What follows belongs to an exercise in optimizing a design on an open flow for small area, a short achievable clock period and few clock cycles per item; a production flow would make more cautious choices.
Only simulation tests tie the RTL to the original design; equivalence was not proved.
Power and IR drop assume default switching activity.

==> flow/design.v (excerpt) <==
module hash_search (
    input  logic                                  clk,
    input  logic                                  reset,
    input  logic                                  load_valid,
    input  logic [hash_search_pkg::pattern_w-1:0] load_data,
    input  logic                                  query_start,
    input  logic [hash_search_pkg::pattern_w-1:0] query_data,
    output logic                                  busy,
    output logic                                  done,
    output logic [1:0]                            match_count,
    output logic [hash_search_pkg::pattern_w-1:0] match0,
    output logic [hash_search_pkg::pattern_w-1:0] match1,
    output logic [hash_search_pkg::pattern_w-1:0] match2,
    output logic [3:0]                            dist0,
    output logic [3:0]                            dist1,
    output logic [3:0]                            dist2
);
==> flow/config.mk <==
export PLATFORM = sky130hd
export DESIGN_NAME = hash_search
export DESIGN_NICKNAME = hash_search
export VERILOG_FILES = /design/flow/design.v
export SDC_FILE = /design/flow/constraint.sdc
export NUM_CORES = 4
export LEC_CHECK = 0
export ABC_AREA = 1
export CAP_MARGIN = 20
export CELL_PAD_IN_SITES_DETAIL_PLACEMENT = 0
export CELL_PAD_IN_SITES_GLOBAL_PLACEMENT = 1
export CORE_MARGIN = 2
export CORE_UTILIZATION = 50
export CTS_BUF_LIST = sky130_fd_sc_hd__clkbuf_4 sky130_fd_sc_hd__clkbuf_8
export PLACE_DENSITY = 0.7
export SETUP_SLACK_MARGIN = 5
export SLEW_MARGIN = 20
==> flow/constraint.sdc <==
create_clock -name core_clock -period 10.0 [get_ports {clk}]
set_input_delay 2.0000 -clock core_clock [delete_from_list [all_inputs] [get_ports {clk}]]
set_output_delay 2.0000 -clock core_clock [all_outputs]
set_load 0.01 [all_outputs]
run.sh (not shown) runs the stock make flow with config.mk's settings and CLKGATE_MAP_FILE= SYNTH_SCRIPT=/design/flow/synth_recipe.tcl, a recipe that flattens the netlist after the stock synthesis.
The starting point ran to the end with no violations.
Testbench counts at the start, summed over its fixed seeds: cycles 8,795, queries 2,400.
Rerun with:
CORE_UTILIZATION = 45   (was 50)
What happened: Clock-buffer cell count rose by 14. Global-route usage went down by 2.4 points. Final area increases by 0.43%. Hold slack stays flat. Utilization fell by 5.3 points. Critical path depth stays the same.
Rerun with:
ABC_AREA = unset   (was 1)
CELL_PAD_IN_SITES_DETAIL_PLACEMENT = 1   (was 0)
CELL_PAD_IN_SITES_GLOBAL_PLACEMENT = 2   (was 1)
CORE_UTILIZATION = 50   (was 45)
CTS_BUF_LIST = unset   (was sky130_fd_sc_hd__clkbuf_4 sky130_fd_sc_hd__clkbuf_8)
PLACE_DENSITY = 0.62   (was 0.7)
Result:
- The changed run went through all stages and came out clean
- power rises by about 15%
- count of clock-buffer cells in the layout falls by 305
- utilization rises by 7.6 points
- area after synthesis stays flat
- sequential share of layout area falls by 1.9 points
- die area falls by about 10%
- global-route usage rises by 7.6 points
- critical path depth falls by 2
Rerun with:
CELL_PAD_IN_SITES_DETAIL_PLACEMENT = 0   (was 1)
CELL_PAD_IN_SITES_GLOBAL_PLACEMENT = 1   (was 2)
CTS_BUF_LIST = sky130_fd_sc_hd__clkbuf_4 sky130_fd_sc_hd__clkbuf_8   (was unset)
PLACE_DENSITY = 0.7   (was 0.62)
What happened: Utilization shrinks by 0.94 points; cell area shrinks by 1.6%; setup slack loses 0.066 ns; power shrinks by 4.0%; register-to-register slack loses 0.07 ns.
Rerun with:
ABC_AREA = 1   (was unset)
CELL_PAD_IN_SITES_DETAIL_PLACEMENT = 1   (was 0)
CELL_PAD_IN_SITES_GLOBAL_PLACEMENT = 2   (was 1)
PLACE_DENSITY = 0.62   (was 0.7)
The changed run completed with no timing, DRC or antenna violations.
Fmax went up by 3.1%.
Via count climbs by 4.5%.
Global-route usage rose by 2.1 points.
Die area hardly moves.
Sequential power hardly moves.
Worst setup slack gains 0.16 ns.
Count of clock-buffer cells in the layout went up by 37.
Cell area drops by 2.6%.
Wire length goes up by 5.4%.
Register-to-register slack is better by 0.22 ns.
Combinational power is lower by 23%.

---

hash_search again, from the RTL that the note above started with.
==> flow/config.mk <==
export PLATFORM = sky130hd
export DESIGN_NAME = hash_search
export DESIGN_NICKNAME = hash_search
export VERILOG_FILES = /design/flow/design.v
export SDC_FILE = /design/flow/constraint.sdc
export NUM_CORES = 4
export LEC_CHECK = 0
export CAP_MARGIN = 20
export CELL_PAD_IN_SITES_DETAIL_PLACEMENT = 1
export CELL_PAD_IN_SITES_GLOBAL_PLACEMENT = 2
export CORE_MARGIN = 2
export CORE_UTILIZATION = 50
export CTS_BUF_LIST = sky130_fd_sc_hd__clkbuf_4 sky130_fd_sc_hd__clkbuf_8
export PLACE_DENSITY = 0.62
export SETUP_SLACK_MARGIN = 5
export SLEW_MARGIN = 20
==> flow/constraint.sdc <==
create_clock -name core_clock -period 10.0 [get_ports {clk}]
set_input_delay 2.0000 -clock core_clock [delete_from_list [all_inputs] [get_ports {clk}]]
set_output_delay 2.0000 -clock core_clock [all_outputs]
set_load 0.01 [all_outputs]
Testbench counts at the start, summed over its fixed seeds: cycles 8,795, queries 2,400.
Rerun with:
--- a/flow/config.mk
+++ b/flow/config.mk
@@ -10,7 +10,7 @@
 export CELL_PAD_IN_SITES_GLOBAL_PLACEMENT = 2
 export CORE_MARGIN = 2
-export CORE_UTILIZATION = 50
+export CORE_UTILIZATION = 55
 export CTS_BUF_LIST = sky130_fd_sc_hd__clkbuf_4 sky130_fd_sc_hd__clkbuf_8
-export PLACE_DENSITY = 0.62
+export PLACE_DENSITY = 0.66
 export SETUP_SLACK_MARGIN = 5
 export SLEW_MARGIN = 20
- The new run ran to the end with no violations
- cell area went down slightly
- flip-flop and latch count stays the same
- clock-buffer cell count went down by 2
- wire length went up by a few percent

-- afterwards: timing with drivers on the ports --
The flow's constraints put no driver on any port. The routed layouts listed below were extracted and timed again, unchanged, in two steps.
Step 1 (the two cells are an assumption about what drives the block):
set clk [get_ports {clk}]
set_driving_cell -lib_cell sky130_fd_sc_hd__clkbuf_16 $clk
set_driving_cell -lib_cell sky130_fd_sc_hd__buf_2 [delete_from_list [all_inputs] $clk]
Step 2 also shifts input and output timing later by t, the mid clock arrival at the registers, as if the neighbouring blocks saw the same clock.
Slacks: ideal / step 1 / step 2; pairs: ideal / step 1.
run | shift t [ns] | slack for setup (ns) | worst setup path at the end
the first run of note 1 | 1.143 | 5.069 / 5.072 / 3.968 | input to register
the second run of note 1 | 1.118 | 4.974 / 5.028 / 3.910 | input to register
the third run of note 1 | 0.980 | 4.907 / 4.890 / 3.911 | input to register
the fourth run of note 1 | 1.129 | 4.841 / 4.841 / 3.904 | input to register
the fifth run of note 1 | 1.169 | 4.997 / 5.052 / 3.883 | input to register
the first run of note 2 | 1.200 | 4.861 / 4.861 / 3.790 | input to register
the second run of note 2 | 1.157 | 4.784 / 4.784 / 3.705 | input to register
After both steps every run listed still meets setup and hold. The setup slack of the fifth run of note 1, which loses most, moves by +0.055 ns with the drivers and by -1.114 ns with both steps.
